Source: an optimization exercise on an open RTL-to-GDS flow (aim: small area and few clock cycles). Production flows keep margins and buffers that such runs may drop. In this exercise RTL edits were held to simulation tests only and were not proved equivalent to the original. Power is estimated from default activity; no workload was simulated.

## 07-25
==> module min_max_column_decimator_top, before the edit <==
module min_max_column_decimator_top (
    input  wire logic                                i_clk,
    input  wire logic                                i_rst_n,
    input  wire logic                                i_cfg_we,
    input  wire logic [mmcd_pkg::CFG_IDX_BITS-1:0]   i_cfg_idx,
    input  wire logic [mmcd_pkg::CFG_DATA_BITS-1:0]  i_cfg_data,
    input  wire logic                                i_sample_valid,
    output      logic                                o_sample_ready,
    input  wire logic [mmcd_pkg::SAMPLE_BITS-1:0]    i_sample,
    output      logic                                o_result_valid,
    input  wire logic                                i_result_ready,
    output      logic [mmcd_pkg::COL_BITS-1:0]       o_result_column,
    output      logic [mmcd_pkg::SAMPLE_BITS-1:0]    o_result_low_peak,
    output      logic [mmcd_pkg::SAMPLE_BITS-1:0]    o_result_high_peak,
    output      logic                                o_result_run_last,
    output      logic                                o_result_frame_last
);
    localparam int NB = mmcd_pkg::N_BITS;
    localparam int CB = mmcd_pkg::COL_BITS;
    localparam int SB = mmcd_pkg::SAMPLE_BITS;
    localparam int DB = mmcd_pkg::D_BITS;
    logic [NB-1:0] r_n;        
    logic [CB-1:0] r_wc;       
    logic          r_rs;       
    logic          wr;
    logic [12:0]   wdat;
    logic          clamp;
    logic [CB-1:0] wm1;        
    assign wr   = i_cfg_we && (i_cfg_idx[1] == 1'b0);
    assign wdat = i_cfg_data[12:0];
    always_ff @(posedge i_clk) begin
        if (!i_rst_n) begin
            r_n  <= mmcd_pkg::RESET_TOTAL;
            r_wc <= mmcd_pkg::RESET_WM1;
        end else if (i_cfg_we && i_cfg_idx == 2'd0) begin
            r_n <= (i_cfg_data == '0) ? NB'(1) : i_cfg_data;
        end else if (i_cfg_we && i_cfg_idx == 2'd1) begin
            r_wc <= (wdat == '0) ? '0 : wdat[12] ? '1 : CB'(wdat - 1'b1);
        end
    end
    always_ff @(posedge i_clk) begin
        r_rs <= !i_rst_n || wr;
    end
    assign clamp = (r_n[NB-1:7] == '0) && (r_wc[CB-1:5] >= r_n[6:0]);
    assign wm1   = clamp ? {7'(r_n[6:0] - 1'b1), 5'h1f} : r_wc;
    logic          r_bv;
    logic [SB-1:0] r_bs;
    logic          pop;
    assign o_sample_ready = !r_bv || pop;
    always_ff @(posedge i_clk) begin
        if (!i_rst_n) r_bv <= 1'b0;
        else          r_bv <= (r_bv && !pop) || i_sample_valid;
    end
    always_ff @(posedge i_clk) begin
        if (o_sample_ready) r_bs <= i_sample;
    end
    function automatic logic [13:0] add_lo(input logic [13:0] a,
                                           input logic [13:0] b,
                                           input logic        ci);
        logic cy;
        cy = ci;
        for (int k = 0; k < 14; k++) begin
            add_lo[k] = a[k] ^ b[k] ^ cy;
            cy        = (a[k] & b[k]) | (cy & (a[k] ^ b[k]));
        end
    endfunction
    function automatic logic lt_s(input logic [SB-1:0] a, input logic [SB-1:0] b);
        logic bw, ak, bk;
        bw = 1'b0;
        for (int k = 0; k < SB; k++) begin
            ak = (k == SB-1) ? !a[k] : a[k];
            bk = (k == SB-1) ? !b[k] : b[k];
            bw = (!ak & bk) | ((!ak | bk) & bw);
        end
        lt_s = bw;
    endfunction
    function automatic logic lt_c(input logic [CB-1:0] a, input logic [CB-1:0] b);
        logic bw;
        bw = 1'b0;
        for (int k = 0; k < CB; k++) begin
            bw = (!a[k] & b[k]) | ((!a[k] | b[k]) & bw);
        end
        lt_c = bw;
    endfunction
    logic [DB-1:0] r_d;
    logic [CB-1:0] r_c;
    logic          r_has;
    logic          r_lastc;    
    logic          r_nle;      
    logic [SB-1:0] r_min, r_max;
    logic          close, fin, pen, emit, fire, take, sel;
    logic [CB-1:0] c_p1;
    logic [SB-1:0] s;
    assign s     = r_bs;
    assign close = !r_d[DB-1];
    assign fin   = close && r_lastc;
    assign c_p1  = r_c + 1'b1;
    assign pen   = (c_p1 == wm1);
    assign take = (r_n[NB-1:CB] != '0) || lt_c(r_d[CB-1:0], r_n[CB-1:0]);
    assign sel  = r_rs || !close || (take && !r_lastc);
    localparam int LB = 13;
    localparam int HB = DB - LB;
    logic [LB-1:0] a_lo, n_lo, w_lo, s_lo, k_lo;
    logic [LB:0]   lo;
    logic [HB-1:0] h_op, hi;
    assign a_lo = r_rs ? '0 : r_d[LB-1:0];
    assign n_lo = (close || r_rs) ? ~r_n[LB-1:0] : '0;
    assign w_lo = sel ? LB'(wm1) : '0;                
    assign s_lo = a_lo ^ n_lo ^ w_lo;
    assign k_lo = (a_lo & n_lo) | (a_lo & w_lo) | (n_lo & w_lo);
    assign lo   = add_lo({1'b0, s_lo}, {k_lo, sel}, close && !r_rs);
    assign h_op = (close || r_rs) ? {1'b1, ~r_n[NB-1:LB]} : r_d[DB-1:LB];
    assign hi   = h_op + HB'(lo[LB]);
    assign emit = !r_rs && close && (r_lastc || r_bv);
    assign fire = !r_rs && (emit ? i_result_ready : r_bv);
    assign pop  = fire && !fin && sel;
    always_ff @(posedge i_clk) begin
        if (r_rs || fire) begin
            r_d   <= {hi, lo[LB-1:0]};
            r_has <= sel && !r_rs;
        end
    end
    always_ff @(posedge i_clk) begin
        if (r_rs) r_nle <= !hi[HB-1] || ((&hi) && (&lo[LB-1:0]));
    end
    always_ff @(posedge i_clk) begin
        if (r_rs || (fire && close)) begin
            r_c     <= (r_rs || fin) ? '0 : c_p1;
            r_lastc <= (r_rs || fin) ? (wm1 == '0) : pen;
        end
    end
    always_ff @(posedge i_clk) begin
        if (pop) begin
            if (close || !r_has || lt_s(s, r_min)) r_min <= s;
            if (close || !r_has || lt_s(r_max, s)) r_max <= s;
        end
    end
    assign o_result_valid      = emit;
    assign o_result_column     = r_c;
    assign o_result_low_peak   = r_has ? r_min : '0;
    assign o_result_high_peak  = r_has ? r_max : '0;
    assign o_result_run_last   = fin || (take && !(pen && r_nle));
    assign o_result_frame_last = r_lastc;
endmodule
export LEC_CHECK = 0
export CAP_MARGIN = 20
export CORE_MARGIN = 2
export CORE_UTILIZATION = 40
export CTS_BUF_LIST = sky130_fd_sc_hd__clkbuf_8
export SLEW_MARGIN = 20
create_clock -name core_clock -period 10.0 [get_ports {i_clk}]
standard.sh (not shown) runs the stock make flow with config.mk's settings and CLKGATE_MAP_FILE= SYNTH_SCRIPT=/design/flow/synth_recipe.tcl, a recipe that flattens the netlist after the stock synthesis.
==> flow/flow/run.sh <==
#!/bin/bash
# The standard layout (the standard.sh: standard synthesis, floorplan, place, CTS, route),
# with one change: buffer_ports gives each input and output port a sky130_fd_sc_hd__buf_1
# rather than the default buffer cell. Make's full output goes to standard.log here; ORFS's own
# per-step logs stay under orfs/logs.
set -euo pipefail
export BUFFER_PORTS_ARGS="-buffer_cell sky130_fd_sc_hd__buf_1"
bash standard.sh > standard.log 2>&1
07-25 went all the way through synthesis, placement and routing and the layout is clean on timing, DRC and antenna.
Testbench counts of 07-25, summed over its fixed seeds: cycles 149,558.
Relative to 07-25, the following input files were edited for 03-26:
-- flow/design.v --
<<< 07-25, line 69
        if (o_sample_ready) r_bs <= i_sample;
    end
    function automatic logic [13:0] add_lo(input logic [13:0] a,
                                           input logic [13:0] b,
                                           input logic        ci);
        logic cy;
        cy = ci;
        for (int k = 0; k < 14; k++) begin
            add_lo[k] = a[k] ^ b[k] ^ cy;
            cy        = (a[k] & b[k]) | (cy & (a[k] ^ b[k]));
        end
    endfunction
>>> 03-26, line 69
        if (o_sample_ready) r_bs <= i_sample;
    end
    function automatic logic [DB-1:0] add_d(input logic [DB-1:0] a,
                                            input logic [DB-1:0] b,
                                            input logic          ci);
        logic cy;
        cy = ci;
        for (int k = 0; k < DB; k++) begin
            add_d[k] = a[k] ^ b[k] ^ cy;
            cy       = (a[k] & b[k]) | (cy & (a[k] ^ b[k]));
        end
    endfunction
<<< 07-25, line 89
        lt_s = bw;
    endfunction
    function automatic logic lt_c(input logic [CB-1:0] a, input logic [CB-1:0] b);
        logic bw;
        bw = 1'b0;
        for (int k = 0; k < CB; k++) begin
            bw = (!a[k] & b[k]) | ((!a[k] | b[k]) & bw);
        end
        lt_c = bw;
    endfunction
    logic [DB-1:0] r_d;
    logic [CB-1:0] r_c;
>>> 03-26, line 89
        lt_s = bw;
    endfunction
    logic [DB-1:0] r_d;
    logic [CB-1:0] r_c;
<<< 07-25, line 102
    logic          r_lastc;    
    logic          r_nle;      
    logic [SB-1:0] r_min, r_max;
    logic          close, fin, pen, emit, fire, take, sel;
    logic [CB-1:0] c_p1;
    logic [SB-1:0] s;
>>> 03-26, line 94
    logic          r_lastc;    
    logic          r_nle;      
    logic          r_rs2;      
    logic [SB-1:0] r_min, r_max;
    logic          close, fin, pen, emit, fire, take, sel;
    logic [DB-1:0] a_op, n_op, t, u;
    logic [CB-1:0] c_p1;
    logic [SB-1:0] s;
<<< 07-25, line 111
    assign c_p1  = r_c + 1'b1;
    assign pen   = (c_p1 == wm1);
    assign take = (r_n[NB-1:CB] != '0) || lt_c(r_d[CB-1:0], r_n[CB-1:0]);
    assign sel  = r_rs || !close || (take && !r_lastc);
    localparam int LB = 13;
    localparam int HB = DB - LB;
    logic [LB-1:0] a_lo, n_lo, w_lo, s_lo, k_lo;
    logic [LB:0]   lo;
    logic [HB-1:0] h_op, hi;
    assign a_lo = r_rs ? '0 : r_d[LB-1:0];
    assign n_lo = (close || r_rs) ? ~r_n[LB-1:0] : '0;
    assign w_lo = sel ? LB'(wm1) : '0;                
    assign s_lo = a_lo ^ n_lo ^ w_lo;
    assign k_lo = (a_lo & n_lo) | (a_lo & w_lo) | (n_lo & w_lo);
    assign lo   = add_lo({1'b0, s_lo}, {k_lo, sel}, close && !r_rs);
    assign h_op = (close || r_rs) ? {1'b1, ~r_n[NB-1:LB]} : r_d[DB-1:LB];
    assign hi   = h_op + HB'(lo[LB]);
    assign emit = !r_rs && close && (r_lastc || r_bv);
    assign fire = !r_rs && (emit ? i_result_ready : r_bv);
>>> 03-26, line 105
    assign c_p1  = r_c + 1'b1;
    assign pen   = (c_p1 == wm1);
    assign a_op = r_rs ? '0 : r_d;
    assign n_op = (close || r_rs) ? ~{1'b0, r_n} : '0;
    assign t    = a_op + n_op + DB'(close && !r_rs);
    assign u    = add_d(t, DB'(wm1), 1'b1);
    assign take = t[DB-1];
    assign sel  = r_rs || !close || (take && !r_lastc);
    assign emit = !r_rs && close && (r_lastc || r_bv);
    assign fire = !r_rs && (emit ? i_result_ready : r_bv);
<<< 07-25, line 131
    always_ff @(posedge i_clk) begin
        if (r_rs || fire) begin
            r_d   <= {hi, lo[LB-1:0]};
            r_has <= sel && !r_rs;
        end
    end
    always_ff @(posedge i_clk) begin
        if (r_rs) r_nle <= !hi[HB-1] || ((&hi) && (&lo[LB-1:0]));
    end
    always_ff @(posedge i_clk) begin
>>> 03-26, line 116
    always_ff @(posedge i_clk) begin
        if (r_rs || fire) begin
            r_d   <= sel ? u : t;
            r_has <= sel && !r_rs;
        end
    end
    always_ff @(posedge i_clk) begin
        r_rs2 <= r_rs;
        if (r_rs2) r_nle <= !r_d[DB-1] || (&r_d);
    end
    always_ff @(posedge i_clk) begin
==> comparison <==
03-26: flow completed, timing, DRC and antenna clean
Compared with 07-25, in 03-26 combinational power share climbed 18 points; ratio of total power to cell area climbed 23%; aggregate global-route resource usage dropped 0.99 points.
From 07-25 to 03-26 the numbers moved as follows: layout clock buffer count lost 1; netlist area before placement now larger.
Of the two values seen for first element of the critical path, r_d[24]$_DFFE_PP_ was produced by 03-26 and r_n[0]$_SDFFE_PN0P_ by 07-25.
From 07-25 to 03-26 the numbers moved as follows: clock skew decreased by 3.1 ps relative to the old numbers, non-clock buffer count increased by 2 relative to the old numbers.
When the final numbers for 07-25 and 03-26 were put side by side, the combined area of the multi-input logic cells turned out to be greater in 03-26.
Compared to 07-25, the router laid down more metal wire for 03-26.
03-26 vs 07-25 on post-layout total power: 03-26 is the higher one.
Testbench counts of 03-26, summed over its fixed seeds: cycles 149,558.

-- port drivers added, routing unchanged --
Ports are ideal in the flow. The routed layouts listed here were re-timed in OpenROAD.
Step 1, drivers: a clkbuf_16 drives i_clk and a buf_2 each remaining input, both assumed.
Step 2 adds t to the input delays and takes it off the output delays; t is the mean of the earliest and latest rising clock arrival at the registers after step 1. Input paths then give back, and output paths get back, about the clock's delay inside the block.
a / b / c = ideal ports / drivers / drivers and shift; a / b = the first two.
run	shift t [ns]	slack for setup (ns)	clock arrival spread, ns	worst register clock-pin slew, ns
07-25	0.478	0.596 / 0.596 / 0.596	0.020 / 0.020	0.08 / 0.08
03-26	0.481	1.320 / 1.320 / 1.320	0.016 / 0.016	0.08 / 0.08
After both steps setup and hold are still met in every run listed.
